What follows belongs to an exercise in optimizing a design on an open flow for small area, a short achievable clock period and few clock cycles per item; a production flow would make more cautious choices. Function was not checked in any run shown here: the RTL went through the layout flow alone. Power is estimated from default activity; no workload was simulated.

### config.mk
export PLATFORM = sky130hd
export DESIGN_NAME = kmeans_top
export DESIGN_NICKNAME = kmeans_top
export VERILOG_FILES = /design/flow/design.v
export SDC_FILE = /design/flow/constraint.sdc
export NUM_CORES = 4
export LEC_CHECK = 0
export ABC_AREA = 1
export CAP_MARGIN = 20
export CORE_MARGIN = 2
export CORE_UTILIZATION = 40
export CTS_BUF_LIST = sky130_fd_sc_hd__clkbuf_8
export SETUP_SLACK_MARGIN = 3.4
export SLEW_MARGIN = 20
### constraint.sdc
create_clock -name core_clock -period 5.5 [get_ports {clk}]
set_input_delay 1.1000 -clock core_clock [delete_from_list [all_inputs] [get_ports {clk}]]
set_output_delay 1.1000 -clock core_clock [all_outputs]
set_load 0.01 [all_outputs]
### design.v
`timescale 1ns/1ps
module kmeans_top #(
    parameter int num_pixels = 100,
    parameter int iterations = 3
) (
    input  logic                clk,
    input  logic                reset,
    input  logic                start,
    output logic [16-1:0]   pixel_addr,
    input  logic signed [16-1:0] a_data,
    input  logic                cluster_id_rdata,
    input  logic                rgb_dark,
    output logic                cluster_id_we,
    output logic                cluster_id_wdata,
    output logic                lab_clear,
    output logic                done_kmeans,
    output logic                done_cluster
);
    localparam int SW = 16;    
    localparam int AW = 7;               
    localparam int QW = 16;              
    localparam int RW = 7;               
    localparam int TW = RW + QW;         
    localparam logic [1:0] M_IDLE = 2'd0;
    localparam logic [1:0] M_RD   = 2'd1;    
    localparam logic [1:0] M_DV   = 2'd2;    
    localparam logic [1:0] M_IL   = 2'd3;    
    localparam logic [AW-1:0] LAST   = AW'(num_pixels - 1);
    localparam logic [AW-1:0] DV_JMP = AW'(128 - QW - 4);
    localparam logic [QW-1:0] C0U = QW'(0 + 32768);
    localparam logic [QW-1:0] C1U = QW'(5 + 32768);
    logic [1:0]    mode;
    logic          pass2;
    logic [AW-1:0] addr;     
    logic [AW-1:0] bddr;     
    logic [AW-1:0] binc;
    assign binc = bddr + 1'b1;
    logic          ph;       
    logic          ilf;      
    logic          dv, dvf;  
    logic          lv, lvf;  
    logic [SW-1:0] u_q;
    logic          lab_q, labn_q, sn_q, id_q, dark_q;
    logic [QW-1:0] lo0, lo1;
    logic [RW-1:0] hi0, hi1;
    logic          c0, c1;
    logic [TW-1:0] acc0, acc1;
    assign acc0 = {hi0 + RW'(c0), lo0};
    assign acc1 = {hi1 + RW'(c1), lo1};
    logic [AW-1:0] n0, n1;
    logic [QW+1:0] v;
    logic          fin1_q;   
    logic          fin_q;    
    logic          divstep;  
    logic          we_q, wd_q, lc_q, dk_q, dc_q;
    assign pixel_addr       = {{(16-AW){1'b0}}, addr};
    assign cluster_id_we    = we_q;
    assign cluster_id_wdata = wd_q;
    assign lab_clear        = lc_q;
    assign done_kmeans      = dk_q;
    assign done_cluster     = dc_q;
    logic [SW-1:0] u_in;
    logic          sel;
    assign u_in = {~a_data[SW-1], a_data[SW-2:0]};
    assign sel  = (n1 > n0);
    logic idle, vclr;
    assign idle    = (mode == M_IDLE);
    assign vclr    = divstep && (&addr[3:0]);
    function automatic logic [TW-1:0] dstep(
        input logic [TW-1:0] s,
        input logic [AW-1:0] den
    );
        logic [RW:0]   r2;
        logic [RW+1:0] t;
        r2 = s[TW-1:QW-1];
        t  = {1'b0, r2} - {2'b00, den};
        if (!t[RW+1])
            dstep = {t[RW-1:0], s[QW-2:0], 1'b1};
        else
            dstep = {r2[RW-1:0], s[QW-2:0], 1'b0};
    endfunction
    logic [TW-1:0] ds0, ds1;
    assign ds0 = dstep({hi0, lo0}, n0);
    assign ds1 = dstep({hi1, lo1}, n1);
    function automatic logic [QW-1:0] due_bits(input logic [QW-1:0] c);
        for (int i = 0; i < QW; i++)
            due_bits[i] = c[(QW + 14 - i) % QW];
    endfunction
    localparam logic [QW-1:0] C0D = due_bits(C0U);
    localparam logic [QW-1:0] C1D = due_bits(C1U);
    logic       b0, b1, bq0, bq1;
    assign b0 = (n0 == '0) ? C0D[addr[3:0]] : ds0[0];
    assign b1 = (n1 == '0) ? C1D[addr[3:0]] : ds1[0];
    logic kq0, kq1;
    logic x0, x1, x2;
    assign x0 = !fin_q & (bq0 ^ bq1);
    assign x1 = fin_q ? (kq0 ^ kq1) : (bq0 & bq1);
    assign x2 = fin_q & kq0 & kq1;
    logic [QW:0] vt, vinc, vpre;
    logic        vc1;
    assign vt = v[QW:0];
    assign vc1 = (vt[0] & x1) | x2;
    assign vpre[0] = 1'b0;
    assign vpre[1] = vc1;
    for (genvar i = 2; i <= QW; i++)
    begin : g_vpre
        assign vpre[i] = vc1 & (&vt[i-1:1]);
    end
    assign vinc = {vt[QW:1] ^ vpre[QW:1], vt[0] ^ x1};
    logic [QW:0] acc_sum0, acc_sum1;
    assign acc_sum0 = {1'b0, lo0} + {1'b0, u_q};
    assign acc_sum1 = {1'b0, lo1} + {1'b0, u_q};
    always_ff @(posedge clk)
    begin
        u_q    <= u_in;
        lab_q  <= (u_in > v[QW+1:2]);
        labn_q <= !(u_in > v[QW+1:2]);
        sn_q   <= (a_data < (-10));
        id_q   <= cluster_id_rdata;
        dark_q <= rgb_dark;
    end
    always_ff @(posedge clk)
    begin
        if (idle || fin_q)
        begin
            {hi0, c0, lo0} <= '0;
            {hi1, c1, lo1} <= '0;
            n0   <= '0;
            n1   <= '0;
        end
        else if (divstep)
        begin
            {hi0, lo0} <= ds0;
            {hi1, lo1} <= ds1;
            c0 <= 1'b0;
            c1 <= 1'b0;
        end
        else
        begin
            hi0 <= acc0[TW-1:QW];
            hi1 <= acc1[TW-1:QW];
            c0  <= 1'b0;
            c1  <= 1'b0;
        end
        if (lv && !lvf)
        begin
            if (lab_q)
                {c1, lo1} <= acc_sum1;
            else
                {c0, lo0} <= acc_sum0;
            if (mode != M_IL || sn_q)
            begin
                if (labn_q)
                    n0 <= n0 + 1'b1;
                else
                    n1 <= n1 + 1'b1;
            end
        end
        if (divstep)
        begin
            bq0 <= b0;
            bq1 <= b1;
        end
        if (fin1_q)
        begin
            kq0 <= (n0 != '0) && !lo0[QW-1] && (|hi0);
            kq1 <= (n1 != '0) && !lo1[QW-1] && (|hi1);
        end
        if (idle)
            v <= {({1'b0, C0U} + {1'b0, C1U}), 1'b0};
        else if (vclr)
            v <= '0;
        else if (divstep || fin1_q || fin_q)
            v <= {vinc, x0};
    end
    always_ff @(posedge clk)
    begin
        if (reset)
        begin
            mode  <= M_IDLE;
            pass2 <= 1'b0;
            addr  <= '0;
            bddr  <= '0;
            ph    <= 1'b0;
            ilf   <= 1'b0;
            dv    <= 1'b0;
            dvf   <= 1'b0;
            lv    <= 1'b0;
            lvf   <= 1'b0;
            fin1_q <= 1'b0;
            fin_q <= 1'b0;
            divstep <= 1'b0;
            we_q  <= 1'b0;
            wd_q  <= 1'b0;
            lc_q  <= 1'b0;
            dk_q  <= 1'b0;
            dc_q  <= 1'b0;
        end
        else
        begin
            lv    <= dv;
            lvf   <= dvf;
            dv    <= 1'b0;
            dvf   <= 1'b0;
            fin1_q <= 1'b0;
            fin_q <= fin1_q;
            divstep <= 1'b0;
            we_q  <= 1'b0;
            lc_q  <= 1'b0;
            case (mode)
                M_IDLE:
                    if (start)
                    begin
                        dv    <= 1'b1;
                        addr  <= binc;
                        bddr  <= binc;
                        mode  <= M_RD;
                        pass2 <= 1'b0;
                        dk_q  <= 1'b0;
                        dc_q  <= 1'b0;
                    end
                M_RD:
                begin
                    dv <= 1'b1;
                    if (bddr == LAST)
                    begin
                        addr <= DV_JMP;
                        bddr <= DV_JMP;
                        mode <= M_DV;
                    end
                    else
                    begin
                        addr <= binc;
                        bddr <= binc;
                    end
                end
                M_DV:
                begin
                    addr    <= binc;
                    bddr    <= binc;
                    divstep <= (bddr >= DV_JMP + 2'd2) && (bddr <= 7'd125);
                    fin1_q  <= (bddr == 7'd126);
                    if (&bddr)
                    begin
                        pass2 <= 1'b1;
                        ph    <= 1'b0;
                        ilf   <= 1'b0;
                        mode  <= pass2 ? M_IL : M_RD;
                    end
                end
                default:  
                begin
                    ph <= ~ph;
                    if (!ph)
                    begin
                        dv   <= (addr <= LAST);
                        dvf  <= ilf;
                        addr <= bddr;
                        bddr <= addr;
                        if (lv)
                        begin
                            we_q <= 1'b1;
                            if (lvf)
                            begin
                                wd_q <= ~(id_q ^ sel);
                                lc_q <= (id_q ^ sel) | dark_q;
                                dk_q <= 1'b1;
                            end
                            else
                                wd_q <= !labn_q;
                        end
                    end
                    else
                    begin
                        if (dk_q && addr == LAST)
                        begin
                            addr <= '0;
                            bddr <= '0;
                            dc_q <= 1'b1;
                            mode <= M_IDLE;
                        end
                        else if (bddr == LAST)
                        begin
                            addr <= ilf ? AW'(num_pixels) : '0;
                            ilf  <= 1'b1;
                        end
                        else
                            addr <= binc;
                    end
                end
            endcase
        end
    end
endmodule
### flow/run.sh
#!/bin/bash
set -euo pipefail
bash standard.sh finish "BUFFER_PORTS_ARGS=-buffer_cell sky130_fd_sc_hd__buf_4" \
    > standard_flow.log 2>&1
### standard.sh
#!/bin/bash
# synth_recipe.tcl (not shown) runs the flow's synth.tcl, then flattens the netlist and writes it again
# the make line also repeats each setting of config.mk as NAME=value (left out here)
make -C /OpenROAD-flow-scripts/flow DESIGN_CONFIG=/design/flow/config.mk WORK_HOME=/design/flow/orfs CLKGATE_MAP_FILE= SYNTH_SCRIPT=/design/flow/synth_recipe.tcl "${@:-finish}"
==> impl_metrics.yaml, run 1 <==
worst_setup_path:
  endpoint_kind: "primary output"
  crit_buf_inv: 1
  crit_slowest_cell: "dfxtp_4"
  path_cells: "buf_4"
  rrSetupSlack_ns: 3.54
  path_delay_family: "flip-flops"
  startpoint_type: "flop"
  rr_worst_depth: 11
  cp.arrival_ns: 0.97
  critPathLaunch: "addr[1]$_SDFFE_PP0N_"
  reg2reg_from: "n1[0]$_DFF_P_"
  r2r-end: "hi1[3]$_SDFF_PN0_"
  critPathKind: "flop to primary output"
  path_max_fanout: 5
  max_stage_delay_ns: 0.37
  critPathRequiredTime_ns: 4.40
floorplan:
  die_width_um: 155
  start_util_pct: 40.5
  fp.dieH_um: 155
  coreArea_um2: 22500
  row_count: 55
  io_pins: 42
  die_area_um2: 24000
timing:
  finalHoldViolCount: 0
  finalSetupTns_ns: 0
  slew_headroom_pct: 60.7
  fmax_mhz: 483
  period_share_pct: 37.7
  fin_crit_ns: 2.07
  rsz0062_at_grt: "false"
  worstMarginPinSlew_ns: 0.589
  clock-skew-final_ns: 0.0169
  maxSlewViolCount: 0
  setup_viol: 0
logic_synthesis:
  synth.distinct_cells: 49
  syn_area_per_cell_um2: 6.89
  async_flop_share_pct: 0
  yosysWarnings: 1
  ys_seq_area_share_pct: 30.3
  yosysTopAreaCell: "dfxtp_1"
  synth_edf_count: 4
  syn_inst: 1323
  synthTopCellsByArea: "dfxtp_1 29%, ha_1 12%, nand2_1 12%"
  synth_area_um2: 9120
  ys.flop_type: "dfxtp_1"
  synth.top_cell.area_share_pct: 29.0
  ys_ff_latch: 136
place:
  dp_hpwl_um: 17500
  port_buffers: 32
  placed_area_um2: 9630
  place.gp.congestion: 0.890
cts:
  cts-root-buf: "clkbuf_8"
  cts.sinks: 136
  holdBufCountCts: 0
  tritoncts: "yes"
  clk_pin_slew_worst_paths_ns: 0.09
  cts_made_buffers: 17
  clk_latency_ns: 0.46
  clk_path_buf_depth: 2
  h-tree-depth: 4
run:
  cap_violations: 0
power_and_ir_drop:
  ir_drop_mv: 0.297
  p_leak_nw: 4.72
  p_seq_share_pct: 37.0
  intPower_w: 0.00197
  power_switching_w: 0.00130
  clockPowerShare_pct: 27.4
  swShare_pct: 39.8
  comb_power_share_pct: 35.5
  power_density_nw_per_um2: 321
min_path:
  min_path_cells: 2
  worstHoldStart: "dvf$_SDFF_PP0_"
  hold_end: "lvf$_SDFF_PP0_"
  min_path_type: "flop to flop"
detailed_routing:
  drc: 0
  post_drt_wl_per_cell_um: 14.0
  first_pass_iters: 5
  final_antenna_net_count: 0
  drtIter0Drc: 432
  vias: 8565
  finalWirelength_um: 23200
  viasPerCell: 5.17
global_route:
  grt_pass1_wl_um: 38600
  grt.overflow.total: 0
  gr-usage-all-layers_pct: 19.6
  grt_pass1_vias: 7968
  antenna_found_initial: 0
  grt_start_max_net_pins: 52
finish:
  final_cell_mix: "288 x nand2_1, 158 x inv_1, 122 x nor2_1, 121 x dfxtp_1, 104 x a21oi_1"
  nets: 1473
  drive_gt1_share_pct: 10.1
  mostFrequentLayoutCell: "nand2_1"
  syn_to_final_growth_pct: 11.8
  design_area_um2: 10200
  n_antenna_cell: 0
run_status:
  status: "finished clean"
==> state kept, by name, indices dropped and copies added, names as in the netlist, 2 cells and up <==
| signal | cells |
|---|---|
| n0 | 7 |
| addr | 7 |
| u_q | 16 |
| v | 18 |
| hi0 | 7 |
| hi1 | 7 |
| bddr | 7 |
| lo0 | 16 |
| lo1 | 16 |
| mode | 2 |
| n1 | 7 |
==> cell usage after synthesis, types with 3 or more instances <==
library cell	count
nand2_1	289
buf_1	3
xor2_1	19
inv_1	160
nand4_1	21
nor4_1	5
o32ai_1	5
nand2_2	10
xnor2_1	7
or2_2	8
o211ai_1	18
a21oi_1	105
ha_1	88
nand3b_1	10
and2_1	6
a21o_1	5
buf_4	9
o22ai_1	4
o21ai_1	5
inv_2	7
o31ai_1	5
buf_2	7
o21bai_1	6
mux2i_1	3
nor2_4	4
a31oi_1	4
edfxtp_1	4
nand3_1	100
a211oi_1	4
o21ai_0	90
nor2_1	125
fa_1	4
clkbuf_1	13
dfxtp_1	132
nor3_1	19
==> how the worst max path moves through the flow <==
| stage | to | slack (ns) | depth (start not counted) |
|---|---|---|---|
| 2_1_floorplan | labn_q$_DFF_P_ | 3.51 | 8 |
| 3_3_place_gp | bddr[0]$_SDFFE_PP0P_ | 3.18 | 7 |
| 3_5_place_dp | bddr[5]$_SDFFE_PP0P_ | 3.15 | 7 |
| 4_1_cts | pixel_addr[2] | 3.41 | 1 |
| 5_1_grt | hi1[3]$_SDFF_PN0_ | 3.37 | 12 |
| 6_report | pixel_addr[1] | 3.43 | 1 |
==> power groups by stage <==
| stage | logic, W | clock network, W | registers (W) |
|---|---|---|---|
| 2_1_floorplan | 0.000803 | 0 | 0.00119 |
| 3_3_place_gp | 0.00109 | 0 | 0.00123 |
| 3_5_place_dp | 0.00109 | 0 | 0.00123 |
| 4_1_cts | 0.00112 | 0.000917 | 0.00121 |
| 5_1_grt | 0.00132 | 0.000955 | 0.00123 |
| 6_report | 0.00116 | 0.000898 | 0.00121 |
==> kinds of logic after synthesis <==
family / after synthesis / share of synthesized area [%]
simple gates: 605 / 29.0
compound gates: 260 / 16.2
buf+inv: 200 / 8.70
flops: 136 / 30.3
fa+ha+maj: 92 / 13.0
xor+xnor: 26 / 2.50
mux: 3 / 0.329
other cells: 1 / 0.0411
==> timing repair <==
action,CTS,global route
pin swaps,0,1
setup endpoints to repair,32,57
gates resized for setup,15,24
buffers inserted,2,2
==> final cells by class <==
class	count	area (µm²)
Sequential cell	136	2790
Multi-Input combinational cell	995	5680
Fill cell	2274	12300
Clock inverter	11	148
Timing Repair Buffer	42	315
Clock buffer	20	275
Inverter	168	634
Tap cell	285	357
==> metrics by stage <==
stage	std cells	hold slack, ns	util (%)	total power (W)	setup slack, ns
global route	1657	0.423	45.3	0.00350	3.37
global placement	1622	0.396	42.8	0.00232	3.18
finish	1657	0.403	45.3	0.00327	3.43
CTS	1655	0.406	44.9	0.00325	3.41
detailed placement	1622	0.393	42.8	0.00232	3.15
floorplan	1331	0.388	-	0.00199	3.51
==> routing by layer <==
layer	share of wire, %	GRT usage (%)	routed length [µm]	up-vias
met4	1.5	5.42	354	0
met1	49	27.0	11400	3878
li1	-	-	-	4473
met3	4.1	2.51	952	23
met2	45	32.5	10500	191
met5	0	0	0	-
==> inputs of run 2 (changes only) <==
--- a/config.mk
+++ b/config.mk
@@ -12,3 +12,3 @@
 export CTS_BUF_LIST = sky130_fd_sc_hd__clkbuf_8
-export SETUP_SLACK_MARGIN = 3.4
+export SETUP_SLACK_MARGIN = 3.5
 export SLEW_MARGIN = 20
==> impl_metrics.yaml, run 2 <==
cts:
  cts.sinks: 136
  holdBufCountCts: 0
  clk_path_buf_depth: 2
  clk_latency_ns: 0.46
  cts_made_buffers: 17
  cts-root-buf: "clkbuf_8"
  h-tree-depth: 4
  clk_pin_slew_worst_paths_ns: 0.09
  tritoncts: "yes"
global_route:
  gr-usage-all-layers_pct: 19.9
  use_met3_pct: 2.42
  grt_use_met2_pct: 32.7
  grt.overflow.total: 0
  grt-busiest-layer: "met2"
  grt_start_max_net_pins: 52
  grtUsageMet1_pct: 27.4
  antenna_found_initial: 0
  grt_pass1_vias: 8011
  grt_pass1_wl_um: 39000
timing:
  maxSlewViolCount: 0
  slew_headroom_pct: 65.1
  fin_crit_ns: 2.03
  finalSetupTns_ns: 0
  period_share_pct: 37.0
  clock-skew-final_ns: 0.0168
  worstMarginPinSlew_ns: 0.519
  setup_viol: 0
  rsz0062_at_grt: "true"
  fmax_mhz: 492
  finalHoldViolCount: 0
power_and_ir_drop:
  clockPowerShare_pct: 26.7
  p_leak_nw: 4.83
  power_switching_w: 0.00134
  intPower_w: 0.00203
  comb_power_share_pct: 37.4
  ir_drop_mv: 0.275
  p_seq_share_pct: 35.9
  power_density_nw_per_um2: 323
  swShare_pct: 39.7
  total_power_w: 0.00337
worst_setup_path:
  rr_worst_depth: 10
  cp.arrival_ns: 0.93
  path_cells: "buf_6"
  cp.depth: 1
  max_stage_delay_ns: 0.37
  crit_buf_inv: 1
  critPathKind: "flop to primary output"
  startpoint_type: "flop"
  crit_slowest_cell: "dfxtp_2"
  reg2reg_from: "u_q[0]$_DFF_P_"
  critPathRequiredTime_ns: 4.40
  path_delay_family: "flip-flops"
  r2r-end: "lo0[12]$_DFF_P_"
  path_max_fanout: 2
  rrSetupSlack_ns: 3.64
  endpoint_kind: "primary output"
logic_synthesis:
  synth.top_cell.area_share_pct: 29.0
  yosysTopAreaCell: "dfxtp_1"
  ys_seq_area_share_pct: 30.3
  synth_area_um2: 9120
  ys_ff_latch: 136
  ys.flop_type: "dfxtp_1"
  synth.distinct_cells: 49
  syn_area_per_cell_um2: 6.89
  syn_inst: 1323
  synthTopCellsByArea: "dfxtp_1 29%, ha_1 12%, nand2_1 12%"
  async_flop_share_pct: 0
  synth_edf_count: 4
  yosysMostFrequentCell: "nand2_1"
  synth.cells.most_frequent: "289 x nand2_1, 160 x inv_1, 132 x dfxtp_1"
  yosysWarnings: 1
finish:
  drive_gt1_share_pct: 12.5
  nets: 1491
  n_antenna_cell: 0
  fill_cells: 2247
  top_register: "v"
  largest_reg_flops: 18
  final_cell_mix: "285 x nand2_1, 154 x inv_1, 121 x nor2_1, 114 x dfxtp_1, 104 x a21oi_1"
  mostFrequentLayoutCell: "nand2_1"
  syn_to_final_growth_pct: 14.4
  design_area_um2: 10400
floorplan:
  io_pins: 42
  die_width_um: 155
  start_util_pct: 40.5
  row_count: 55
  coreArea_um2: 22500
  fp.dieH_um: 155
  die_area_um2: 24000
min_path:
  worstHoldStart: "dvf$_SDFF_PP0_"
  min_path_cells: 2
  hold_end: "lvf$_SDFF_PP0_"
  min_path_type: "flop to flop"
detailed_routing:
  final_antenna_net_count: 0
  post_drt_wl_per_cell_um: 14.0
  finalWirelength_um: 23500
  drc: 0
  vias: 8643
  viasPerCell: 5.16
  first_pass_iters: 7
  drtIter0Drc: 438
place:
  dp_hpwl_um: 17500
  placed_area_um2: 9630
  port_buffers: 32
  place.gp.congestion: 0.890
run_status:
  status: "finished clean"
run:
  cap_violations: 0
## run 2: cell counts after synthesis
Identical to the previous run, type by type.
## run 2: per-stage QoR
stage | worst slack [ns] | util (%) | hold WS (ns) | std cells
floorplan | 3.51 | - | 0.388 | 1331
global placement | 3.18 | 42.8 | 0.396 | 1622
detailed placement | 3.15 | 42.8 | 0.393 | 1622
CTS | 3.45 | 45.6 | 0.406 | 1665
global route | 3.44 | 46.3 | 0.423 | 1675
finish | 3.47 | 46.3 | 0.402 | 1675
## run 2: repair_timing
item | 4_1_cts | 5_1_grt
pin swaps | 1 | 3
setup endpoints to repair | 52 | 59
buffers inserted | 12 | 10
cloned | 0 | 0
resized for setup | 40 | 35
## run 2: area by class of cell
type                    instances  area (µm²)  share of cell area (%)
clock buffers                  20         275                    2.64
clock inverters                11         148                    1.42
flip-flops and latches        136        2790                    26.8
well taps                     285         357                    3.42
repair buffers                 60         503                    4.82
multi-input cells             995        5710                    54.8
inverters                     168         641                    6.14
## run 2: how the worst max path moves through the flow
| stage | startpoint | to | slack (ns) |
|---|---|---|---|
| global placement | start | bddr[0]$_SDFFE_PP0P_ | 3.18 |
| finish | addr[4]$_SDFFE_PP0N_ | pixel_addr[4] | 3.47 |
| CTS | addr[0]$_SDFFE_PP0N_ | pixel_addr[0] | 3.45 |
| global route | addr[4]$_SDFFE_PP0N_ | pixel_addr[4] | 3.44 |
| detailed placement | start | bddr[5]$_SDFFE_PP0P_ | 3.15 |
| floorplan | a_data[3] | labn_q$_DFF_P_ | 3.51 |
## run 2: cell families after synthesis
| logic type | after synthesis | synth area share, % |
|---|---|---|
| AND/OR/NAND/NOR | 605 | 29.0 |
| AO/OA/AOI/OAI | 260 | 16.2 |
| buffers and inverters | 200 | 8.70 |
| flip-flops | 136 | 30.3 |
| adder cells (fa/ha/maj) | 92 | 13.0 |
| XOR/XNOR | 26 | 2.50 |
| multiplexers | 3 | 0.329 |
| other | 1 | 0.0411 |
## run 2: power groups by stage
stage	logic [W]	clock network (W)	registers, W
6_report	0.00126	0.000900	0.00121
5_1_grt	0.00142	0.000955	0.00122
4_1_cts	0.00120	0.000917	0.00120
3_5_place_dp	0.00109	0	0.00123
3_3_place_gp	0.00109	0	0.00123
2_1_floorplan	0.000803	0	0.00119
## run 2: routing by layer
metal  routed length, µm  vias up
met5                   0        -
met4                 366        0
met3                 827       27
li1                    -     4505
met1               11600     3941
met2               10600      170
==> inputs of run 3 (changes only) <==
--- a/config.mk
+++ b/config.mk
@@ -11,4 +11,3 @@
 export CORE_UTILIZATION = 40
-export CTS_BUF_LIST = sky130_fd_sc_hd__clkbuf_8
-export SETUP_SLACK_MARGIN = 3.5
+export SETUP_SLACK_MARGIN = 3.4
 export SLEW_MARGIN = 20
==> impl_metrics.yaml, run 3 <==
power_and_ir_drop:
  p_leak_nw: 4.80
  ir_drop_mv: 0.309
  power_density_nw_per_um2: 343
detailed_routing:
  post_drt_wl_per_cell_um: 14.0
  viasPerCell: 5.14
  first_pass_iters: 7
  vias: 8509
  finalWirelength_um: 23200
  drc: 0
  drtIter0Drc: 398
  final_antenna_net_count: 0
cts:
  cts.sinks: 136
  clk_latency_ns: 0.42
  clk_path_buf_depth: 2
  h-tree-depth: 4
  cts_made_buffers: 17
  cts-root-buf: "clkbuf_16"
  tritoncts: "yes"
  clk_pin_slew_worst_paths_ns: 0.06
finish:
  largest_reg_flops: 18
  final_util_pct: 46.1
  nets: 1473
  drive_gt1_share_pct: 10.1
  n_antenna_cell: 0
  regArea_um2: 2780
  design_area_um2: 10400
  final_cell_mix: "288 x nand2_1, 157 x inv_1, 122 x nor2_1, 122 x dfxtp_1, 104 x a21oi_1"
  syn_to_final_growth_pct: 13.8
  mostFrequentLayoutCell: "nand2_1"
  top_register: "v"
  fill_cells: 2257
  multi_input_area_um2: 5680
min_path:
  min_path_cells: 2
  hold_end: "lv$_SDFF_PP0_"
  min_path_type: "flop to flop"
  worstHoldStart: "dv$_SDFF_PP0_"
floorplan:
  row_count: 55
  start_util_pct: 40.5
  fp.dieH_um: 155
  die_width_um: 155
  die_area_um2: 24000
  coreArea_um2: 22500
  io_pins: 42
global_route:
  grt_start_max_net_pins: 52
  grt_use_met2_pct: 32.7
  use_met3_pct: 3.01
  gr-usage-all-layers_pct: 19.7
  grt.overflow.total: 0
  antenna_found_initial: 0
  grt-busiest-layer: "met2"
  grt_pass1_vias: 7983
  grtUsageMet1_pct: 26.9
  grt_pass1_wl_um: 38700
logic_synthesis:
  synth_edf_count: 4
  synth.top_cell.area_share_pct: 29.0
  synth_area_um2: 9120
  ys.flop_type: "dfxtp_1"
  synth.distinct_cells: 49
  synth.cells.most_frequent: "289 x nand2_1, 160 x inv_1, 132 x dfxtp_1"
  synthTopCellsByArea: "dfxtp_1 29%, ha_1 12%, nand2_1 12%"
  ys_ff_latch: 136
  ys_seq_area_share_pct: 30.3
  yosysTopAreaCell: "dfxtp_1"
  yosysWarnings: 1
  async_flop_share_pct: 0
  syn_inst: 1323
  syn_area_per_cell_um2: 6.89
  yosysMostFrequentCell: "nand2_1"
timing:
  slew_headroom_pct: 60.8
  maxSlewViolCount: 0
  period_share_pct: 37.1
  clock-skew-final_ns: 0.0138
  worstMarginPinSlew_ns: 0.588
  fmax_mhz: 490
  finalSetupTns_ns: 0
  setup_viol: 0
  finalHoldViolCount: 0
  fin_crit_ns: 2.04
  rsz0062_at_grt: "false"
worst_setup_path:
  r2r-end: "hi1[3]$_SDFF_PN0_"
  path_cells: "buf_4"
  crit_slowest_cell: "dfxtp_1"
  crit_buf_inv: 1
  path_max_fanout: 4
  path_delay_family: "flip-flops"
  rr_worst_depth: 10
  endpoint_kind: "primary output"
  rrSetupSlack_ns: 3.55
  critPathRequiredTime_ns: 4.40
  critPathKind: "flop to primary output"
  startpoint_type: "flop"
  max_stage_delay_ns: 0.38
  reg2reg_from: "n1[3]$_DFF_P_"
  cp.arrival_ns: 0.94
place:
  place.gp.congestion: 0.890
  placed_area_um2: 9630
  port_buffers: 32
  dp_hpwl_um: 17500
run_status:
  status: "finished clean"
run:
  cap_violations: 0
[run 3: kinds of logic (layout without fill, tap and decap cells)]
group                      count (synthesis)  count (layout)  share of synthesized area, %
AOI/OAI and AO/OA                        260             260                          16.2
xor gates and xnor gates                  26              26                          2.50
muxes                                      3               3                         0.329
adders and majority gates                 92              92                          13.0
and+or+nand+nor                          605             605                          29.0
DFF                                      136             136                          30.3
buffers and inverters                    200             241                          8.70
other                                      1               9                        0.0411
[run 3: worst max-delay path by stage]
stage | startpoint | end | slack [ns] | cells after the start
after floorplan | a_data[3] | labn_q$_DFF_P_ | 3.51 | 8
after global placement | start | bddr[0]$_SDFFE_PP0P_ | 3.18 | 7
after detailed placement | start | bddr[5]$_SDFFE_PP0P_ | 3.15 | 7
after CTS | addr[0]$_SDFFE_PP0N_ | pixel_addr[0] | 3.40 | 1
after global routing | lo1[15]$_DFF_P_ | hi1[3]$_SDFF_PN0_ | 3.37 | 12
final | addr[6]$_SDFFE_PP0N_ | pixel_addr[6] | 3.46 | 1
[run 3: cell type report]
class / instances / area share (%)
Clock buffer: 22 / 4.78
Clock inverter: 9 / 1.10
Inverter: 168 / 6.12
Multi-Input combinational cell: 995 / 54.8
Sequential cell: 136 / 26.8
Tap cell: 285 / 3.44
Timing Repair Buffer: 42 / 3.04
[run 3: per-stage QoR]
| stage | power [W] | hold WS [ns] | setup WS (ns) | cells |
|---|---|---|---|---|
| floorplan | 0.00199 | 0.388 | 3.51 | 1331 |
| global placement | 0.00232 | 0.396 | 3.18 | 1622 |
| detailed placement | 0.00232 | 0.393 | 3.15 | 1622 |
| CTS | 0.00354 | 0.407 | 3.40 | 1655 |
| global route | 0.00379 | 0.423 | 3.37 | 1657 |
| finish | 0.00356 | 0.403 | 3.46 | 1657 |
[run 3: what timing repair did]
item / in CTS / in global routing
buffers inserted: 2 / 2
resized for setup: 11 / 23
pin swaps: 0 / 1
hold buffers: 0 / 0
setup endpoints to repair: 27 / 53
[run 3: power by group]
group          switching [W]  internal (W)
Sequential          0.000119       0.00109
Combinational       0.000767      0.000393
Clock               0.000456      0.000731
Total                0.00134       0.00222
[run 3: worst register-to-register path: stages (launching register included)]
cell and delay [ns]:
dfxtp_1 0.46, inv_1 0.08, ha_1 0.35, a21oi_1 0.21
nand2_1 0.15, nand3_4 0.14, nand2_4 0.10, nand2_1 0.10
nand3_1 0.09, o211ai_1 0.12, inv_1 0.05
[run 3: layer usage]
| metal | part of all wire (%) | vias up |
|---|---|---|
| li1 | - | 4469 |
| met3 | 3.3 | 17 |
| met2 | 46 | 126 |
| met4 | 1.2 | 0 |
| met5 | 0 | - |
| met1 | 50 | 3897 |
==> inputs of run 4 (changes only) <==
--- a/config.mk
+++ b/config.mk
@@ -10,3 +10,4 @@
 export CORE_MARGIN = 2
-export CORE_UTILIZATION = 40
+export CORE_UTILIZATION = 45
+export CTS_BUF_LIST = sky130_fd_sc_hd__clkbuf_8
 export SETUP_SLACK_MARGIN = 3.4
==> impl_metrics.yaml, run 4 <==
finish:
  fin_cells: 1642
  top_register: "v"
  mostFrequentLayoutCell: "nand2_1"
  final_cell_mix: "288 x nand2_1, 157 x inv_1, 121 x nor2_1, 119 x dfxtp_1, 103 x a21oi_1"
  n_antenna_cell: 0
  largest_reg_flops: 18
  multi_input_area_um2: 5670
  drive_gt1_share_pct: 10.5
  nets: 1473
  fill_cells: 2093
  regArea_um2: 2780
  syn_to_final_growth_pct: 11.2
detailed_routing:
  post_drt_wl_per_cell_um: 14.2
  drc: 0
  final_antenna_net_count: 0
  drtIter0Drc: 410
  finalWirelength_um: 23300
  first_pass_iters: 5
  viasPerCell: 5.21
  vias: 8556
logic_synthesis:
  syn_area_per_cell_um2: 6.89
  synth_area_um2: 9120
  yosysWarnings: 1
  synth_edf_count: 4
  syn_inst: 1323
  synth.distinct_cells: 49
  synth.top_cell.area_share_pct: 29.0
  ys.flop_type: "dfxtp_1"
  ys_ff_latch: 136
  synth.cells.most_frequent: "289 x nand2_1, 160 x inv_1, 132 x dfxtp_1"
  yosysMostFrequentCell: "nand2_1"
  async_flop_share_pct: 0
  synthTopCellsByArea: "dfxtp_1 29%, ha_1 12%, nand2_1 12%"
  ys_seq_area_share_pct: 30.3
  yosysTopAreaCell: "dfxtp_1"
power_and_ir_drop:
  p_leak_nw: 4.71
  swShare_pct: 40.6
  power_density_nw_per_um2: 318
  ir_drop_mv: 0.262
  power_switching_w: 0.00131
  p_seq_share_pct: 37.7
  clockPowerShare_pct: 25.6
  comb_power_share_pct: 36.7
  intPower_w: 0.00191
cts:
  cts.sinks: 136
  h-tree-depth: 4
  holdBufCountCts: 0
  clk_latency_ns: 0.46
  cts-root-buf: "clkbuf_8"
  clk_path_buf_depth: 2
  clk_pin_slew_worst_paths_ns: 0.08
  cts_made_buffers: 17
  tritoncts: "yes"
timing:
  clock-skew-final_ns: 0.0125
  period_share_pct: 37.7
  finalSetupTns_ns: 0
  rsz0062_at_grt: "true"
  maxSlewViolCount: 0
  fin_crit_ns: 2.07
  worstMarginPinSlew_ns: 0.593
  slew_headroom_pct: 60.5
  setup_viol: 0
  finalHoldViolCount: 0
  fmax_mhz: 482
run:
  cap_violations: 0
place:
  place.gp.congestion: 0.890
  numPlacedInstances: 1607
  port_buffers: 32
  dp_hpwl_um: 17500
worst_setup_path:
  startpoint_type: "flop"
  r2r-end: "lo0[12]$_DFF_P_"
  critPathRequiredTime_ns: 4.40
  crit_buf_inv: 1
  max_stage_delay_ns: 0.39
  critPathKind: "flop to primary output"
  rrSetupSlack_ns: 3.55
  path_cells: "buf_4"
  reg2reg_from: "u_q[0]$_DFF_P_"
  path_delay_family: "flip-flops"
  cp.arrival_ns: 0.97
  endpoint_kind: "primary output"
  path_max_fanout: 5
  rr_worst_depth: 10
  crit_slowest_cell: "dfxtp_2"
min_path:
  worstHoldStart: "dvf$_SDFF_PP0_"
  min_path_type: "flop to flop"
  hold_end: "lvf$_SDFF_PP0_"
  min_path_cells: 2
floorplan:
  fp.dieH_um: 146
  io_pins: 42
  start_util_pct: 45.5
  die_width_um: 146
  die_area_um2: 21400
  coreArea_um2: 20000
  row_count: 52
global_route:
  gr-usage-all-layers_pct: 22.3
  antenna_found_initial: 0
  grt_pass1_wl_um: 39200
  grt_pass1_vias: 8025
  grt.overflow.total: 0
  grt_start_max_net_pins: 52
run_status:
  status: "finished clean"
run 4: cell types whose count changed in the layout (fill, tap and decap cells not counted), moves of 2 or more:
cell and change:
clkbuf_8 +15, clkbuf_16 -18, o21ai_0 +2, clkinv_2 +3, a21oi_2 +2, o21ai_1 -2, buf_4 -2, dfxtp_2 +2
dfxtp_1 -3
run 4: kinds of logic after synthesis:
logic type	synth area share, %
simple gates	29.0
compound gates	16.2
buf+inv	8.70
flops	30.3
fa+ha+maj	13.0
xor+xnor	2.50
mux	0.329
other cells	0.0411
run 4: repair_timing:
action	4_1_cts	5_1_grt
gates resized for setup	12	26
setup buffers	2	2
setup endpoints to repair	28	66
pin swaps	0	2
run 4: power by group through the flow:
stage	clock network [W]	logic, W	registers [W]
after global routing	0.000882	0.00133	0.00123
after detailed placement	0	0.00109	0.00123
after floorplan	0	0.000803	0.00119
after CTS	0.000851	0.00114	0.00121
after global placement	0	0.00109	0.00123
final	0.000825	0.00118	0.00121
run 4: routing by layer:
layer  vias to the layer above  track usage, %  part of all wire, %
met5                         -               0                    0
met4                         0            5.78                  1.3
met3                        22            2.94                  3.1
met2                       147            36.3                   45
met1                      3917            31.2                   51
li1                       4470               -                    -
run 4: worst max path at each step:
stage / startpoint / endpoint / slack (ns) / cells after the start
after global routing: mode[0]$_SDFFE_PP0P_ / bddr[1]$_SDFFE_PP0P_ / 3.31 / 9
final: addr[2]$_SDFFE_PP0N_ / pixel_addr[2] / 3.43 / 1
after floorplan: a_data[3] / labn_q$_DFF_P_ / 3.51 / 8
after global placement: start / bddr[0]$_SDFFE_PP0P_ / 3.18 / 7
after CTS: mode[0]$_SDFFE_PP0P_ / lo0[0]$_DFF_P_ / 3.38 / 8
after detailed placement: start / bddr[0]$_SDFFE_PP0P_ / 3.15 / 7
run 4: per-stage QoR:
stage / worst slack [ns] / total power [W] / utilization [%] / hold slack [ns] / instance area, µm²
2_1_floorplan: 3.51 / 0.00199 / - / 0.388 / 9150
3_3_place_gp: 3.18 / 0.00232 / 48.0 / 0.399 / 9610
3_5_place_dp: 3.15 / 0.00232 / 48.0 / 0.407 / 9610
4_1_cts: 3.38 / 0.00320 / 50.1 / 0.410 / 10000
5_1_grt: 3.31 / 0.00344 / 50.6 / 0.421 / 10100
6_report: 3.43 / 0.00322 / 50.6 / 0.412 / 10100
run 4: layout make-up:
type / count / area share, %
Clock buffer: 18 / 2.44
Clock inverter: 13 / 1.31
Inverter: 168 / 6.26
Multi-Input combinational cell: 995 / 56.0
Sequential cell: 136 / 27.4
Tap cell: 270 / 3.33
Timing Repair Buffer: 42 / 3.27
==> inputs of run 5 (changes only) <==
--- a/config.mk
+++ b/config.mk
@@ -12,2 +12,3 @@
 export CTS_BUF_LIST = sky130_fd_sc_hd__clkbuf_8
+export PLACE_DENSITY = 0.65
 export SETUP_SLACK_MARGIN = 3.4
==> impl_metrics.yaml, run 5 <==
worst_setup_path:
  endpoint_kind: "primary output"
  crit_buf_inv: 1
  critPathRequiredTime_ns: 4.40
  max_stage_delay_ns: 0.37
  critPathKind: "flop to primary output"
  crit_slowest_cell: "dfxtp_4"
  path_delay_family: "flip-flops"
  path_max_fanout: 5
  path_cells: "buf_4"
  cp.arrival_ns: 0.96
  startpoint_type: "flop"
timing:
  finalHoldViolCount: 0
  setup_viol: 0
  holdWs_ns: 0.408
  period_share_pct: 37.5
  fmax_mhz: 485
  maxSlewViolCount: 0
  fin_crit_ns: 2.06
  clock-skew-final_ns: 0.0181
  setup_slack_ns: 3.44
  worstMarginPinSlew_ns: 0.521
  rsz0062_at_grt: "true"
  finalSetupTns_ns: 0
  slew_headroom_pct: 65.3
logic_synthesis:
  ys_ff_latch: 136
  yosysTopAreaCell: "dfxtp_1"
  ys_seq_area_share_pct: 30.3
  synthTopCellsByArea: "dfxtp_1 29%, ha_1 12%, nand2_1 12%"
  yosysMostFrequentCell: "nand2_1"
  synth_edf_count: 4
  synth.top_cell.area_share_pct: 29.0
  async_flop_share_pct: 0
  ys.flop_type: "dfxtp_1"
  synth.distinct_cells: 49
  syn_area_per_cell_um2: 6.89
  synth.cells.most_frequent: "289 x nand2_1, 160 x inv_1, 132 x dfxtp_1"
  synth_area_um2: 9120
  yosysWarnings: 1
  syn_inst: 1323
run:
  cap_violations: 0
global_route:
  grt_pass1_vias: 7951
  grt_pass1_wl_um: 38300
  antenna_found_initial: 0
  grt_start_max_net_pins: 52
  gr-usage-all-layers_pct: 21.8
  grt.overflow.total: 0
finish:
  nets: 1472
  design_area_um2: 10200
  mostFrequentLayoutCell: "nand2_1"
  largest_reg_flops: 18
  fin_cells: 1642
  top_register: "v"
  final_cell_mix: "288 x nand2_1, 158 x inv_1, 120 x nor2_1, 120 x dfxtp_1, 105 x a21oi_1"
  syn_to_final_growth_pct: 11.5
  fill_cells: 2074
  n_antenna_cell: 0
  drive_gt1_share_pct: 10.3
power_and_ir_drop:
  ir_drop_mv: 0.250
  p_leak_nw: 4.71
  power_density_nw_per_um2: 320
cts:
  clk_path_buf_depth: 2
  holdBufCountCts: 0
  tritoncts: "yes"
  clk_pin_slew_worst_paths_ns: 0.09
  clk_latency_ns: 0.45
  cts_made_buffers: 17
  cts.sinks: 136
  cts-root-buf: "clkbuf_8"
  h-tree-depth: 4
floorplan:
  die_width_um: 146
  start_util_pct: 45.5
  io_pins: 42
  row_count: 52
  fp.dieH_um: 146
  coreArea_um2: 20000
  die_area_um2: 21400
place:
  dp_hpwl_um: 17200
  place.gp.congestion: 0.880
  numPlacedInstances: 1607
  port_buffers: 32
  dp_slack_ns: 3.13
  placed_area_um2: 9610
detailed_routing:
  first_pass_iters: 5
  drc: 0
  drtIter0Drc: 503
  finalWirelength_um: 22800
  final_antenna_net_count: 0
  vias: 8525
  post_drt_wl_per_cell_um: 13.9
  viasPerCell: 5.19
min_path:
  min_path_type: "flop to flop"
run_status:
  status: "finished clean"
[run 5: cell type report]
cell class	count	area [µm²]	area share, %
Clock inverter	13	155	1.53
Clock buffer	19	262	2.57
Tap cell	270	338	3.32
Sequential cell	136	2790	27.4
Timing Repair Buffer	41	324	3.19
Multi-Input combinational cell	995	5670	55.8
Inverter	168	634	6.24
[run 5: stage by stage]
stage | util [%] | total power [W]
3_5_place_dp | 48.0 | 0.00231
5_1_grt | 50.7 | 0.00348
6_report | 50.7 | 0.00325
2_1_floorplan | - | 0.00199
3_3_place_gp | 48.0 | 0.00231
4_1_cts | 50.3 | 0.00324
[run 5: kinds of logic after synthesis]
kind of cell               after synthesis  synth area share [%]
muxes                                    3                 0.329
AOI/OAI and AO/OA                      260                  16.2
xor gates and xnor gates                26                  2.50
adders and majority gates               92                  13.0
and+or+nand+nor                        605                  29.0
buffers and inverters                  200                  8.70
DFF                                    136                  30.3
other                                    1                0.0411
[run 5: timing repair]
item	4_1_cts	5_1_grt
gates cloned	0	0
setup endpoints to repair	47	62
pin swaps	1	2
resized for setup	16	24
buffers inserted	2	1
endpoints found under the hold margin	0	0
[run 5: per-layer routing]
layer | GRT usage, % | vias to the layer above | wire, µm
met5 | 0 | - | 0
met4 | 5.05 | 0 | 220
met3 | 3.41 | 24 | 982
met2 | 36.4 | 175 | 10600
met1 | 29.7 | 3856 | 11000
li1 | - | 4470 | -
[run 5: worst paths after layout]
| check | from | to | slack, ns | cells past startpoint |
|---|---|---|---|---|
| worst max-delay path | addr[2]$_SDFFE_PP0N_ | pixel_addr[2] | 3.44 | 1 |
| worst min-delay path | dv$_SDFF_PP0_ | lv$_SDFF_PP0_ | 0.41 | 2 |
| worst max register to register | n0[3]$_DFF_P_ | bq0$_DFFE_PP_ | 3.54 | 8 |
| worst min register to register | dv$_SDFF_PP0_ | lv$_SDFF_PP0_ | 0.41 | 2 |
[run 5: power by group]
| group | switching, W | internal, W |
|---|---|---|
| logic | 0.000753 | 0.000392 |
| registers | 0.000123 | 0.00110 |
| clock network | 0.000418 | 0.000469 |
| total | 0.00129 | 0.00196 |
==> inputs of run 6 (changes only) <==
--- a/design.v
+++ b/design.v
@@ -33,6 +33,3 @@
     logic          pass2;
-    logic [AW-1:0] addr;     
-    logic [AW-1:0] bddr;     
-    logic [AW-1:0] binc;
-    assign binc = bddr + 1'b1;
+    logic [AW-1:0] addr;
     logic          ph;       
@@ -50,5 +47,6 @@
     logic [AW-1:0] n0, n1;
-    logic [QW+1:0] v;
+    logic [QW-1:0] h;
     logic          fin1_q;   
     logic          fin_q;    
+    logic          opu_q;    
     logic          divstep;  
@@ -65,5 +63,4 @@
     assign sel  = (n1 > n0);
-    logic idle, vclr;
+    logic idle;
     assign idle    = (mode == M_IDLE);
-    assign vclr    = divstep && (&addr[3:0]);
     function automatic logic [TW-1:0] dstep(
@@ -84,29 +81,15 @@
     assign ds1 = dstep({hi1, lo1}, n1);
-    function automatic logic [QW-1:0] due_bits(input logic [QW-1:0] c);
-        for (int i = 0; i < QW; i++)
-            due_bits[i] = c[(QW + 14 - i) % QW];
-    endfunction
-    localparam logic [QW-1:0] C0D = due_bits(C0U);
-    localparam logic [QW-1:0] C1D = due_bits(C1U);
-    logic       b0, b1, bq0, bq1;
-    assign b0 = (n0 == '0) ? C0D[addr[3:0]] : ds0[0];
-    assign b1 = (n1 == '0) ? C1D[addr[3:0]] : ds1[0];
-    logic kq0, kq1;
-    logic x0, x1, x2;
-    assign x0 = !fin_q & (bq0 ^ bq1);
-    assign x1 = fin_q ? (kq0 ^ kq1) : (bq0 & bq1);
-    assign x2 = fin_q & kq0 & kq1;
-    logic [QW:0] vt, vinc, vpre;
-    logic        vc1;
-    assign vt = v[QW:0];
-    assign vc1 = (vt[0] & x1) | x2;
-    assign vpre[0] = 1'b0;
-    assign vpre[1] = vc1;
-    for (genvar i = 2; i <= QW; i++)
-    begin : g_vpre
-        assign vpre[i] = vc1 & (&vt[i-1:1]);
-    end
-    assign vinc = {vt[QW:1] ^ vpre[QW:1], vt[0] ^ x1};
-    logic [QW:0] acc_sum0, acc_sum1;
-    assign acc_sum0 = {1'b0, lo0} + {1'b0, u_q};
+    logic k0, k1, kq1;
+    logic e0q, e1q;      
+    assign k0 = !e0q && !lo0[QW-1] && (|hi0);
+    assign k1 = !e1q && !lo1[QW-1] && (|hi1);
+    logic [QW-1:0] opnd0;
+    logic          cin0;
+    logic [QW+1:0] acc_t0;
+    logic [QW:0]   acc_sum0, acc_sum1;
+    assign opnd0 = (u_q & {QW{opu_q}})
+                 | ({QW{fin_q}} & (e1q ? C1U : lo1));
+    assign cin0  = fin_q ? kq1 : (fin1_q & k0);
+    assign acc_t0   = {1'b0, lo0, 1'b1} + {1'b0, opnd0, cin0};
+    assign acc_sum0 = acc_t0[QW+1:1];
     assign acc_sum1 = {1'b0, lo1} + {1'b0, u_q};
@@ -115,4 +98,4 @@
         u_q    <= u_in;
-        lab_q  <= (u_in > v[QW+1:2]);
-        labn_q <= !(u_in > v[QW+1:2]);
+        lab_q  <= (u_in > h);
+        labn_q <= !(u_in > h);
         sn_q   <= (a_data < (-10));
@@ -160,4 +143,4 @@
         begin
-            bq0 <= b0;
-            bq1 <= b1;
+            e0q <= (n0 == '0);
+            e1q <= (n1 == '0);
         end
@@ -165,11 +148,9 @@
         begin
-            kq0 <= (n0 != '0) && !lo0[QW-1] && (|hi0);
-            kq1 <= (n1 != '0) && !lo1[QW-1] && (|hi1);
+            lo0 <= e0q ? C0U : acc_sum0[QW-1:0];
+            kq1 <= k1;
         end
         if (idle)
-            v <= {({1'b0, C0U} + {1'b0, C1U}), 1'b0};
-        else if (vclr)
-            v <= '0;
-        else if (divstep || fin1_q || fin_q)
-            v <= {vinc, x0};
+            h <= QW'(({1'b0, C0U} + {1'b0, C1U}) >> 1);
+        else if (fin_q)
+            h <= acc_sum0[QW:1];
     end
@@ -182,3 +163,2 @@
             addr  <= '0;
-            bddr  <= '0;
             ph    <= 1'b0;
@@ -191,2 +171,3 @@
             fin_q <= 1'b0;
+            opu_q <= 1'b1;
             divstep <= 1'b0;
@@ -206,2 +187,3 @@
             fin_q <= fin1_q;
+            opu_q <= !((mode == M_DV && addr == 7'd126) || fin1_q);
             divstep <= 1'b0;
@@ -214,4 +196,3 @@
                         dv    <= 1'b1;
-                        addr  <= binc;
-                        bddr  <= binc;
+                        addr  <= addr + 1'b1;
                         mode  <= M_RD;
@@ -224,6 +205,5 @@
                     dv <= 1'b1;
-                    if (bddr == LAST)
+                    if (addr == LAST)
                     begin
                         addr <= DV_JMP;
-                        bddr <= DV_JMP;
                         mode <= M_DV;
@@ -231,6 +211,3 @@
                     else
-                    begin
-                        addr <= binc;
-                        bddr <= binc;
-                    end
+                        addr <= addr + 1'b1;
                 end
@@ -238,7 +215,6 @@
                 begin
-                    addr    <= binc;
-                    bddr    <= binc;
-                    divstep <= (bddr >= DV_JMP + 2'd2) && (bddr <= 7'd125);
-                    fin1_q  <= (bddr == 7'd126);
-                    if (&bddr)
+                    addr    <= addr + 1'b1;
+                    divstep <= (addr >= DV_JMP + 2'd2) && (addr <= 7'd125);
+                    fin1_q  <= (addr == 7'd126);
+                    if (&addr)
                     begin
@@ -257,4 +233,3 @@
                         dvf  <= ilf;
-                        addr <= bddr;
-                        bddr <= addr;
+                        addr <= (addr == '0) ? LAST : addr - 1'b1;
                         if (lv)
@@ -274,12 +249,16 @@
                     begin
-                        if (dk_q && addr == LAST)
+                        if (addr == LAST)
+                        begin
+                            if (dk_q)
+                            begin
+                                addr <= '0;
+                                dc_q <= 1'b1;
+                                mode <= M_IDLE;
+                            end
+                            else
+                                addr <= AW'(1);
+                        end
+                        else if (!ilf && addr == LAST - 1'b1)
                         begin
                             addr <= '0;
-                            bddr <= '0;
-                            dc_q <= 1'b1;
-                            mode <= M_IDLE;
-                        end
-                        else if (bddr == LAST)
-                        begin
-                            addr <= ilf ? AW'(num_pixels) : '0;
                             ilf  <= 1'b1;
@@ -287,3 +266,3 @@
                         else
-                            addr <= binc;
+                            addr <= addr + 2'd2;
                     end
--- a/config.mk
+++ b/config.mk
@@ -10,6 +10,5 @@
 export CORE_MARGIN = 2
-export CORE_UTILIZATION = 45
+export CORE_UTILIZATION = 40
 export CTS_BUF_LIST = sky130_fd_sc_hd__clkbuf_8
-export PLACE_DENSITY = 0.65
-export SETUP_SLACK_MARGIN = 3.4
+export SETUP_SLACK_MARGIN = 3.3
 export SLEW_MARGIN = 20
==> impl_metrics.yaml, run 6 <==
logic_synthesis:
  yosysTopAreaCell: "dfxtp_1"
  synthTopCellsByArea: "dfxtp_1 29%, ha_1 13%, nand2_1 9.4%"
  syn_inst: 1221
  syn_area_per_cell_um2: 7.10
  yosysMostFrequentCell: "nand2_1"
  yosysWarnings: 1
  synth_edf_count: 3
  ys_ff_latch: 127
  synth_area_um2: 8670
  synth.cells.most_frequent: "218 x nand2_1, 153 x inv_1, 124 x dfxtp_1"
  synth.distinct_cells: 56
  async_flop_share_pct: 0
  ys_seq_area_share_pct: 29.7
  synth.top_cell.area_share_pct: 28.6
  ys.flop_type: "dfxtp_1"
min_path:
  min_path_cells: 2
  min_path_type: "flop to flop"
worst_setup_path:
  max_stage_delay_ns: 0.43
  path_cells: "buf_6 -> o21ai_2 -> nand2_2 -> ha_4 -> a21oi_2 -> nand2_2 -> a21oi_4 -> o21ai_4 -> buf_6 -> xnor2_4 -> inv_1 -> nand2_1 -> o221ai_1"
  critPathRequiredTime_ns: 5.84
  startpoint_type: "flop"
  path_max_fanout: 4
  crit_slowest_cell: "edfxtp_1"
  rr_worst_depth: 13
  cp.arrival_ns: 2.71
  path_delay_family: "compound AO/OA/AOI/OAI gates"
  endpoint_kind: "flop"
  rrSetupSlack_ns: 3.14
  crit_buf_inv: 3
  cp.depth: 13
  critPathKind: "flop to flop"
cts:
  clk_path_buf_depth: 2
  cts.sinks: 127
  cts_made_buffers: 17
  clk_pin_slew_worst_paths_ns: 0.08
  h-tree-depth: 4
  clk_latency_ns: 0.47
  holdBufCountCts: 0
  cts-root-buf: "clkbuf_8"
  tritoncts: "yes"
floorplan:
  fp.dieH_um: 151
  coreArea_um2: 21200
  row_count: 53
  io_pins: 42
  die_area_um2: 22900
  die_width_um: 151
  start_util_pct: 41.0
finish:
  final_util_pct: 48.9
  design_area_um2: 10300
  mostFrequentLayoutCell: "nand2_1"
  n_antenna_cell: 0
  final_cell_mix: "202 x nand2_1, 144 x inv_1, 106 x dfxtp_1, 95 x a21oi_1, 92 x nor2_1"
  nets: 1389
  syn_to_final_growth_pct: 19.3
  drive_gt1_share_pct: 19.0
  fill_cells: 2089
run:
  cap_violations: 0
global_route:
  grt_start_max_net_pins: 61
  antenna_found_initial: 0
  grt_pass1_vias: 7905
  gr-usage-all-layers_pct: 22.7
  grt_pass1_wl_um: 40600
  grt.overflow.total: 0
timing:
  period_share_pct: 43.0
  slew_headroom_pct: 46.6
  maxSlewViolCount: 0
  fin_crit_ns: 2.36
  clock-skew-final_ns: 0.0116
  setup_viol: 0
  fmax_mhz: 423
  worstMarginPinSlew_ns: 0.798
  finalHoldViolCount: 0
  rsz0062_at_grt: "true"
  finalSetupTns_ns: 0
detailed_routing:
  vias: 8471
  viasPerCell: 5.42
  first_pass_iters: 5
  drtIter0Drc: 581
  drc: 0
  final_antenna_net_count: 0
  post_drt_wl_per_cell_um: 16.4
  finalWirelength_um: 25700
place:
  place.gp.congestion: 0.914
  dp_hpwl_um: 18700
  placed_area_um2: 9130
  port_buffers: 32
power_and_ir_drop:
  power_density_nw_per_um2: 345
  p_leak_nw: 4.53
  ir_drop_mv: 0.248
run_status:
  status: "finished clean"
-- run 6: cell count changes after synthesis, moves of 7 or more --
| cell | delta |
|---|---|
| o22ai_1 | +15 |
| inv_1 | -7 |
| dfxtp_1 | -8 |
| nor2_1 | -25 |
| nand2_1 | -71 |
| nand3_1 | -37 |
-- run 6: stage by stage --
step | cells | power [W] | worst slack [ns] | hold slack (ns)
2_1_floorplan | 1229 | 0.00211 | 3.32 | 0.388
3_3_place_gp | 1504 | 0.00249 | 2.79 | 0.395
3_5_place_dp | 1504 | 0.00249 | 2.74 | 0.395
4_1_cts | 1555 | 0.00348 | 3.22 | 0.406
5_1_grt | 1562 | 0.00380 | 3.07 | 0.412
6_report | 1562 | 0.00357 | 3.14 | 0.405
-- run 6: worst paths after layout --
check                                     from             end
worst min register to register  dvf$_SDFF_PP0_  lvf$_SDFF_PP0_
worst max-delay path             e1q$_DFFE_PP_  lo0[7]$_DFF_P_
worst min-delay path            dvf$_SDFF_PP0_  lvf$_SDFF_PP0_
worst max register to register   e1q$_DFFE_PP_  lo0[7]$_DFF_P_
-- run 6: cells by family (layout without fill, tap and decap cells) --
family                     count (synthesis)  in the layout  share of synthesized area, %
and+or+nand+nor                          470            470                          23.9
AOI/OAI and AO/OA                        298            298                          19.8
buffers and inverters                    197            255                          9.12
DFF                                      127            127                          29.7
adders and majority gates                 94             94                          13.9
xor gates and xnor gates                  31             31                          3.22
muxes                                      3              3                         0.346
other                                      1              9                        0.0433
-- run 6: routing by layer --
| layer | GRT usage (%) | vias up | part of all wire (%) |
|---|---|---|---|
| met5 | 0 | - | 0 |
| li1 | - | 4244 | - |
| met2 | 36.1 | 239 | 46 |
| met3 | 3.80 | 42 | 5.0 |
| met4 | 6.59 | 0 | 1.9 |
| met1 | 31.5 | 3946 | 47 |
-- run 6: timing repair --
item                                    CTS  global route
endpoints found under the hold margin     0             0
resized for setup                        98            63
setup buffers                            19             7
endpoints found under the setup margin   56            56
pin swaps                                29            14
-- run 6: layout make-up --
cell class | count | area [µm²] | share of cell area, %
Timing Repair Buffer | 61 | 469 | 4.54
Tap cell | 275 | 344 | 3.33
Inverter | 162 | 617 | 5.97
Sequential cell | 127 | 2620 | 25.3
Clock inverter | 14 | 180 | 1.74
Clock buffer | 18 | 248 | 2.40
Multi-Input combinational cell | 905 | 5870 | 56.7
-- run 6: worst reg2reg max path: stages (launching register included) --
cell and delay, ns:
edfxtp_1 0.43, buf_6 0.15, o21ai_2 0.13, nand2_2 0.10, ha_4 0.27, a21oi_2 0.16
nand2_2 0.10, a21oi_4 0.24, o21ai_4 0.11, buf_6 0.14, xnor2_4 0.21, inv_1 0.06
nand2_1 0.05, o221ai_1 0.09
-- run 6: power by group --
| group | switching, W | internal [W] | total (W) |
|---|---|---|---|
| logic | 0.000970 | 0.000543 | 0.00151 |
| clock network | 0.000430 | 0.000467 | 0.000897 |
| registers | 0.000131 | 0.00102 | 0.00116 |
| total | 0.00153 | 0.00203 | 0.00357 |
==> inputs of run 7 (changes only) <==
--- a/config.mk
+++ b/config.mk
@@ -12,3 +12,3 @@
 export CTS_BUF_LIST = sky130_fd_sc_hd__clkbuf_8
-export SETUP_SLACK_MARGIN = 3.3
+export SETUP_SLACK_MARGIN = 3.4
 export SLEW_MARGIN = 20
==> impl_metrics.yaml, run 7 <==
logic_synthesis:
  syn_area_per_cell_um2: 7.10
  async_flop_share_pct: 0
  synth_edf_count: 3
  synth_top_family_by_area: "simple AND/OR/NAND/NOR gates"
  synthTopCellsByArea: "dfxtp_1 29%, ha_1 13%, nand2_1 9.4%"
  yosys.area_share.simple_pct: 23.9
  synth_area_um2: 8670
  yosysWarnings: 1
  yosys.area_share.adder_pct: 13.9
  synth_compound_area_share_pct: 19.8
  synth.top_cell.area_share_pct: 28.6
  synth.cells.most_frequent: "218 x nand2_1, 153 x inv_1, 124 x dfxtp_1"
  ys_seq_area_share_pct: 29.7
  synth.distinct_cells: 56
  ys_ff_latch: 127
  syn_inst: 1221
  synth_xor_xnor_area_share_pct: 3.22
  yosysTopAreaCell: "dfxtp_1"
  yosysMostFrequentCell: "nand2_1"
  ys.flop_type: "dfxtp_1"
  synth_mux_area_share_pct: 0.346
finish:
  syn_to_final_growth_pct: 23.7
  drive_gt1_share_pct: 21.9
  nets: 1401
  regArea_um2: 2620
  multi_input_area_um2: 6130
  final_cell_mix: "195 x nand2_1, 145 x inv_1, 105 x dfxtp_1, 93 x nor2_1, 86 x a21oi_1"
  fill_cells: 1995
  final_util_pct: 50.7
  mostFrequentLayoutCell: "nand2_1"
  n_antenna_cell: 0
global_route:
  grt.overflow.total: 0
  grt_pass1_wl_um: 40200
  antenna_found_initial: 0
  grt_pass1_vias: 7795
  gr-usage-all-layers_pct: 22.7
  grt_start_max_net_pins: 61
floorplan:
  io_pins: 42
  fp.dieH_um: 151
  coreArea_um2: 21200
  row_count: 53
  start_util_pct: 41.0
  die_area_um2: 22900
  die_width_um: 151
timing:
  slew_headroom_pct: 39.4
  worstMarginPinSlew_ns: 0.906
  maxSlewViolCount: 0
  period_share_pct: 43.1
  finalHoldViolCount: 0
  fmax_mhz: 422
  fin_crit_ns: 2.37
  rsz0062_at_grt: "true"
  finalSetupTns_ns: 0
  clock-skew-final_ns: 0.0130
  setup_viol: 0
worst_setup_path:
  path_common_cell: "nand2_1"
  critPathLaunch: "fin_q$_SDFF_PP0_"
  reg2reg_from: "fin_q$_SDFF_PP0_"
  cp.arrival_ns: 2.72
  path_max_fanout: 7
  rr_worst_depth: 14
  path_cells: "buf_2 -> a32o_1 -> ha_1 -> nand2_1 -> inv_1 -> a21oi_4 -> o21ai_4 -> nand3_2 -> nand2_1 -> nand2_1 -> nand2_2 -> nand2_1 -> o21ai_1 -> inv_1"
  max_stage_delay_ns: 0.39
  startpoint_type: "flop"
  endpoint_kind: "flop"
  crit_slowest_cell: "dfxtp_4"
  critPathKind: "flop to flop"
  critPathRequiredTime_ns: 5.85
cts:
  clk_pin_slew_worst_paths_ns: 0.08
  tritoncts: "yes"
  h-tree-depth: 4
  clk_path_buf_depth: 2
  cts_made_buffers: 17
  holdBufCountCts: 0
  cts.sinks: 127
  clk_latency_ns: 0.46
  cts-root-buf: "clkbuf_8"
place:
  dp_hpwl_um: 18700
  port_buffers: 32
  place.gp.congestion: 0.989
detailed_routing:
  finalWirelength_um: 25900
  first_pass_iters: 5
  viasPerCell: 5.39
  vias: 8478
  drtIter0Drc: 570
  drc: 0
  post_drt_wl_per_cell_um: 16.4
  final_antenna_net_count: 0
power_and_ir_drop:
  power_density_nw_per_um2: 348
  ir_drop_mv: 0.222
  p_leak_nw: 4.69
min_path:
  worstHoldStart: "dvf$_SDFF_PP0_"
  min_path_cells: 2
  min_path_type: "flop to flop"
run_status:
  status: "finished clean"
run:
  cap_violations: 0
-- run 7: changes by cell type in the layout (fill, tap and decap cells not counted), sizes merged --
cell,change
clkinvlp,-1
nand2,+1
buf,+11
bufinv,+2
inv,-1
-- run 7: metal layers --
layer,global-route usage (%),part of all wire [%],wire [µm],vias to the layer above
met5,0,0,0,-
met2,36.5,47,12100,246
li1,-,-,-,4256
met1,30.8,46,11800,3939
met4,6.73,2.0,514,0
met3,4.19,5.6,1450,37
-- run 7: final timing paths --
kind / endpoint / slack [ns]
max reg2reg: lo0[15]$_DFF_P_ / 3.13
max: lo0[15]$_DFF_P_ / 3.13
min reg2reg: lvf$_SDFF_PP0_ / 0.41
min: lvf$_SDFF_PP0_ / 0.41
-- run 7: cells by family after synthesis --
kind of cell / after synthesis
multiplexers: 3
AND/OR/NAND/NOR: 470
XOR/XNOR: 31
other: 1
flip-flops: 127
buffers and inverters: 197
adder cells (fa/ha/maj): 94
AO/OA/AOI/OAI: 298
-- run 7: what timing repair did --
action / in CTS / in global routing
setup endpoints to repair: 77 / 60
resized for setup: 126 / 96
pin swaps: 34 / 43
setup buffers: 22 / 14
cloned: 0 / 1
-- run 7: stage by stage --
step / total power [W] / cells / setup slack (ns) / hold slack (ns) / instance area (µm²)
global placement: 0.00250 / 1505 / 2.93 / 0.401 / 9170
CTS: 0.00358 / 1559 / 3.14 / 0.414 / 10200
detailed placement: 0.00249 / 1505 / 2.87 / 0.403 / 9170
floorplan: 0.00211 / 1229 / 3.40 / 0.388 / 8740
global route: 0.00396 / 1574 / 3.01 / 0.427 / 10700
finish: 0.00373 / 1574 / 3.13 / 0.409 / 10700
-- run 7: power breakdown --
group	switching, W	internal, W
clock network	0.000395	0.000544
logic	0.00106	0.000603
registers	0.000104	0.00103
-- run 7: final cells by class --
type,count,share of cell area [%]
inverters,162,5.82
clock buffers,18,2.31
well taps,275,3.21
multi-input cells,906,57.2
repair buffers,72,5.19
flip-flops and latches,127,24.5
clock inverters,14,1.84
-- run 7: critical path: cells and delay by family (launching register included) --
| kind | cells | cell delay (ns) |
|---|---|---|
| flip-flops | 1 | 0.39 |
| adder cells (fa/ha/maj) | 1 | 0.39 |
| buffers and inverters | 3 | 0.33 |
| AND/OR/NAND/NOR | 6 | 0.48 |
| AO/OA/AOI/OAI | 4 | 0.68 |

## afterwards: timing with drivers on the ports
The results above use ideal ports. As a check the final layouts listed here were re-extracted and re-timed, cells and wires unchanged.
Step 1, drivers: a clkbuf_16 drives clk and a buf_2 each remaining input, both assumed.
Step 2 adds t to the input delays and takes it off the output delays; t is the mean of the earliest and latest rising clock arrival at the registers after step 1. Input paths then give back, and output paths get back, about the clock's delay inside the block.
Three values: ideal ports, drivers, drivers and shift; two values: the first two.
run | t (ns) | setup WS [ns] | worst hold slack (ns) | slew at the worst register clock pin (ns) | cell pins on the clock port's net
run 1 | 0.494 | 3.428 / 3.386 / 3.206 | 0.403 / 0.403 / 0.403 | 0.09 / 0.09 | 1
run 2 | 0.495 | 3.467 / 3.424 / 3.210 | 0.402 / 0.402 / 0.402 | 0.09 / 0.09 | 1
run 3 | 0.464 | 3.460 / 3.412 / 3.222 | 0.403 / 0.403 / 0.403 | 0.06 / 0.06 | 1
run 4 | 0.489 | 3.425 / 3.388 / 3.242 | 0.412 / 0.412 / 0.412 | 0.09 / 0.09 | 1
run 5 | 0.486 | 3.438 / 3.397 / 3.220 | 0.408 / 0.408 / 0.408 | 0.09 / 0.09 | 1
run 6 | 0.499 | 3.135 / 3.135 / 2.998 | 0.405 / 0.405 / 0.405 | 0.09 / 0.09 | 1
run 7 | 0.497 | 3.131 / 3.131 / 3.000 | 0.409 / 0.409 / 0.409 | 0.08 / 0.08 | 1
After both steps setup and hold are still met in every run listed. For run 2, which loses most, drivers alone change the setup slack by -0.043 ns; drivers and shift together by -0.257 ns.
